Context: an optimization exercise on an open-source flow, tuned for a short achievable clock period and few clock cycles. The choices shown serve that exercise and are no tape-out recipe. In this exercise RTL edits were held to simulation tests only and were not proved equivalent to the original. Power and IR drop assume default switching activity.

## pcpu_top
module pcpu_top (
    input  logic              clock,
    input  logic              reset,
    input  logic              i_enable,
    input  logic              i_start,
    input  logic [pipe_pkg::DATA_W-1:0] i_i_data,
    input  logic [pipe_pkg::DATA_W-1:0] i_d_rdata,
    output logic [7:0]        o_i_addr,
    output logic [7:0]        o_d_addr,
    output logic [pipe_pkg::DATA_W-1:0] o_d_wdata,
    output logic              o_d_we,
    output logic              o_running
);
For scale: about 2900 cells after synthesis, about 560 flip-flops, ~70 I/O pins, about 0.028 mm2 of cells after synthesis.
==> flow/config.mk <==
export PLATFORM = sky130hd
export DESIGN_NAME = pcpu_top
export DESIGN_NICKNAME = pcpu_top
export VERILOG_FILES = /design/flow/design.v
export SDC_FILE = /design/flow/constraint.sdc
export NUM_CORES = 4
export LEC_CHECK = 0
export CAP_MARGIN = 20
export CORE_MARGIN = 2
export CORE_UTILIZATION = 30
export PLACE_DENSITY = 0.45
export SETUP_SLACK_MARGIN = 3.5
export SLEW_MARGIN = 20
==> flow/constraint.sdc <==
create_clock -name core_clock -period 4.5 [get_ports {clock}]
set_input_delay 0.9000 -clock core_clock [delete_from_list [all_inputs] [get_ports {clock}]]
set_output_delay 0.9000 -clock core_clock [all_outputs]
set_load 0.01 [all_outputs]
run.sh (not shown) runs the stock make flow with config.mk's settings and CLKGATE_MAP_FILE= SYNTH_SCRIPT=/design/flow/synth_recipe.tcl, a recipe that flattens the netlist after the stock synthesis.
The first run completed without violations.
Testbench counts at the start, summed over its fixed seeds: cycles 13,981.
Change:
Settings changed: SETUP_SLACK_MARGIN 3.5 to 1.8.
The changed run completed without violations.
Clock skew shrinks by 0.0093 ns.
Fmax shrinks by a few percent.
Wire length shrinks by roughly a tenth.
Power shrinks by a little under a tenth.
Change:
Settings changed: SETUP_SLACK_MARGIN 1.8 to 2.7.
The changed run ran to the end with no violations.
Area after synthesis does not change.
Core utilization came out higher by 4.3 points.
Via count increases by a few percent.
Design area went up by roughly a tenth.
Routed wire length climbs by roughly a tenth.
Clock-buffer cell count is higher by 9.
First-iteration DRC count decreases slightly.
Cell count came out higher by a few percent.
Non-clock buffer count climbs by 92.
Power rose by a few percent.
Hold slack gets worse by 0.0075 ns.
Change:
Settings changed: CELL_PAD_IN_SITES_GLOBAL_PLACEMENT set to 2.
Result:
- utilization rose by 0.92 points
- die area is unchanged
- power rose by 0.78%
- routed wire length rose by 7.8%
- synthesized area does not change
- sequential power barely changes
- design area rose by 2.1%
- non-clock buffer count rose by 63
- via count fell by 0.64%
- count of clock-buffer cells in the layout fell by 13

========
Starting RTL as in the previous note.
// pcpu_top
module pcpu_top (
    input  logic              clock,
    input  logic              reset,
    input  logic              i_enable,
    input  logic              i_start,
    input  logic [pipe_pkg::DATA_W-1:0] i_i_data,
    input  logic [pipe_pkg::DATA_W-1:0] i_d_rdata,
    output logic [7:0]        o_i_addr,
    output logic [7:0]        o_d_addr,
    output logic [pipe_pkg::DATA_W-1:0] o_d_wdata,
    output logic              o_d_we,
    output logic              o_running
);
    logic       running;     
    logic       started;     
    logic       halt_seen;   
    logic [7:0] fa;          
    logic [7:1]  e_we;       
    logic        e_wr;       
    logic [2:0]  e_dest;
    logic        e_st;
    logic        e_ld;
    logic        e_setf;
    logic        e_bz, e_bnz, e_bn, e_bnn;   
    logic [15:0] x_a, x_b;
    logic        x_c;
    logic [15:0] l_a, l_b;
    logic        l_x, l_n;
    logic [15:0] sl_a, sr_a;
    logic [3:0]  sl_lo, sl_hi, sr_lo, sr_hi;   
    logic [15:0] sl_m, sr_m;
    logic [7:0]  d_addr;
    logic        e_au;       
    logic [7:0]  c_p, c_q;
    logic        c_cin;
    logic        e_sh;       
    logic [7:0]  t_a, t_b;
    logic [15:0] e_s;        
    logic        zf;
    logic        nf;
    logic [15:0] regs [1:7];
    logic [15:0] sum, r_log;
    logic [15:0] r_sll, r_srl;
    logic [15:0] e_result;
    logic        z_add, z_log, z_sll, z_srl;
    logic        zc, nc;
    logic        e_take;
    logic [7:0]  t_sum;
    logic [15:0] sl_t, sr_t;
    logic [15:0] ks_g [0:4];
    logic [15:0] ks_p [0:4];
    logic [16:0] carry;
    always_comb begin
        ks_g[0] = x_a & x_b;
        ks_p[0] = x_a ^ x_b;
        for (int l = 0; l < 4; l++) begin
            for (int i = 0; i < 16; i++) begin
                if (i >= (1 << l)) begin
  ...
clock: 4.5 ns
lec_check: 0
cap_margin: 20
core_margin: 2
core_utilization: 30
place_density: 0.45
setup_slack_margin: 2.7
slew_margin: 20
tns_end_percent: 50
The starting point went through all stages and came out clean.
Testbench counts at the start, summed over its fixed seeds: cycles 13,981.
Change:
CORE_UTILIZATION = 25   (was 30)
TNS_END_PERCENT = unset   (was 50)
Effect: Synthesized cell count is unchanged; core utilization decreases by 5.9 points; area after synthesis is unchanged.
Change:
ABC_CLOCK_PERIOD_IN_PS = 1500   (was unset)
CORE_UTILIZATION = 40   (was 25)
PLACE_DENSITY = unset   (was 0.45)
Effect: Sequential cell count does not change. Non-clock buffer count falls by 58. Sequential power is about the same. Cell count went down by 13%. Die area goes down by 37%. Clock-buffer cell count decreases by 32. Combinational power is lower by about 4%.
Change:
ABC_CLOCK_PERIOD_IN_PS = unset   (was 1500)
CORE_UTILIZATION = 20   (was 40)
Outcome: The changed run completed without violations. Count of clock-buffer cells in the layout came out higher by 10. First-iteration DRC count came out lower by about a fifth. Power came out higher slightly. Synthesized cell count stays the same. Sequential power is about the same. Routed wire length is about the same. Register-to-register slack gains 0.09 ns. Cell area came out higher by a few percent. Setup slack gains 0.092 ns. Non-clock buffer count came out higher by 37.

[re-timing with driven ports]
How much do the figures lean on ideal ports? The routed layouts below were timed once more, with nothing changed but the port constraints.
Step 1 assumes that a clkbuf_16 drives the clock port and a buf_2 every other input.
Step 2 moves the port delays by t, midway between the first and last clock arrival at a register: inputs arrive t later, outputs are due t later. That takes back most of the time a late clock gives input paths.
a / b / c = no drivers / after step 1 / after step 2; a / b = the first two.
| run | shift t [ns] | setup slack, ns | clock arrival spread, ns | worst register clock-pin slew, ns | worst data-port slew with drivers (ns) |
|---|---|---|---|---|---|
| the first run of note 1 | 0.687 | 1.510 / 1.510 / 0.945 | 0.037 / 0.036 | 0.06 / 0.06 | 0.28 |
| the second run of note 1 | 0.685 | 1.409 / 1.441 / 0.755 | 0.026 / 0.027 | 0.07 / 0.07 | 0.07 |
| the third run of note 1 | 0.688 | 1.672 / 1.672 / 0.996 | 0.029 / 0.029 | 0.06 / 0.06 | 0.19 |
| the fourth run of note 1 | 0.712 | 1.558 / 1.558 / 0.928 | 0.014 / 0.013 | 0.07 / 0.07 | 0.27 |
| the first run of note 2 | 0.697 | 1.565 / 1.565 / 0.873 | 0.033 / 0.033 | 0.06 / 0.06 | 0.20 |
| the second run of note 2 | 0.695 | 1.630 / 1.630 / 1.025 | 0.034 / 0.034 | 0.06 / 0.06 | 0.19 |
| the third run of note 2 | 0.708 | 1.409 / 1.409 / 0.881 | 0.031 / 0.031 | 0.07 / 0.07 | 0.11 |
| the fourth run of note 2 | 0.693 | 1.501 / 1.501 / 0.825 | 0.022 / 0.022 | 0.07 / 0.07 | 0.17 |
After both steps setup and hold are still met in every run listed. The setup slack of the first run of note 2, which loses most, moves by 0.000 ns with the drivers and by -0.692 ns with both steps.
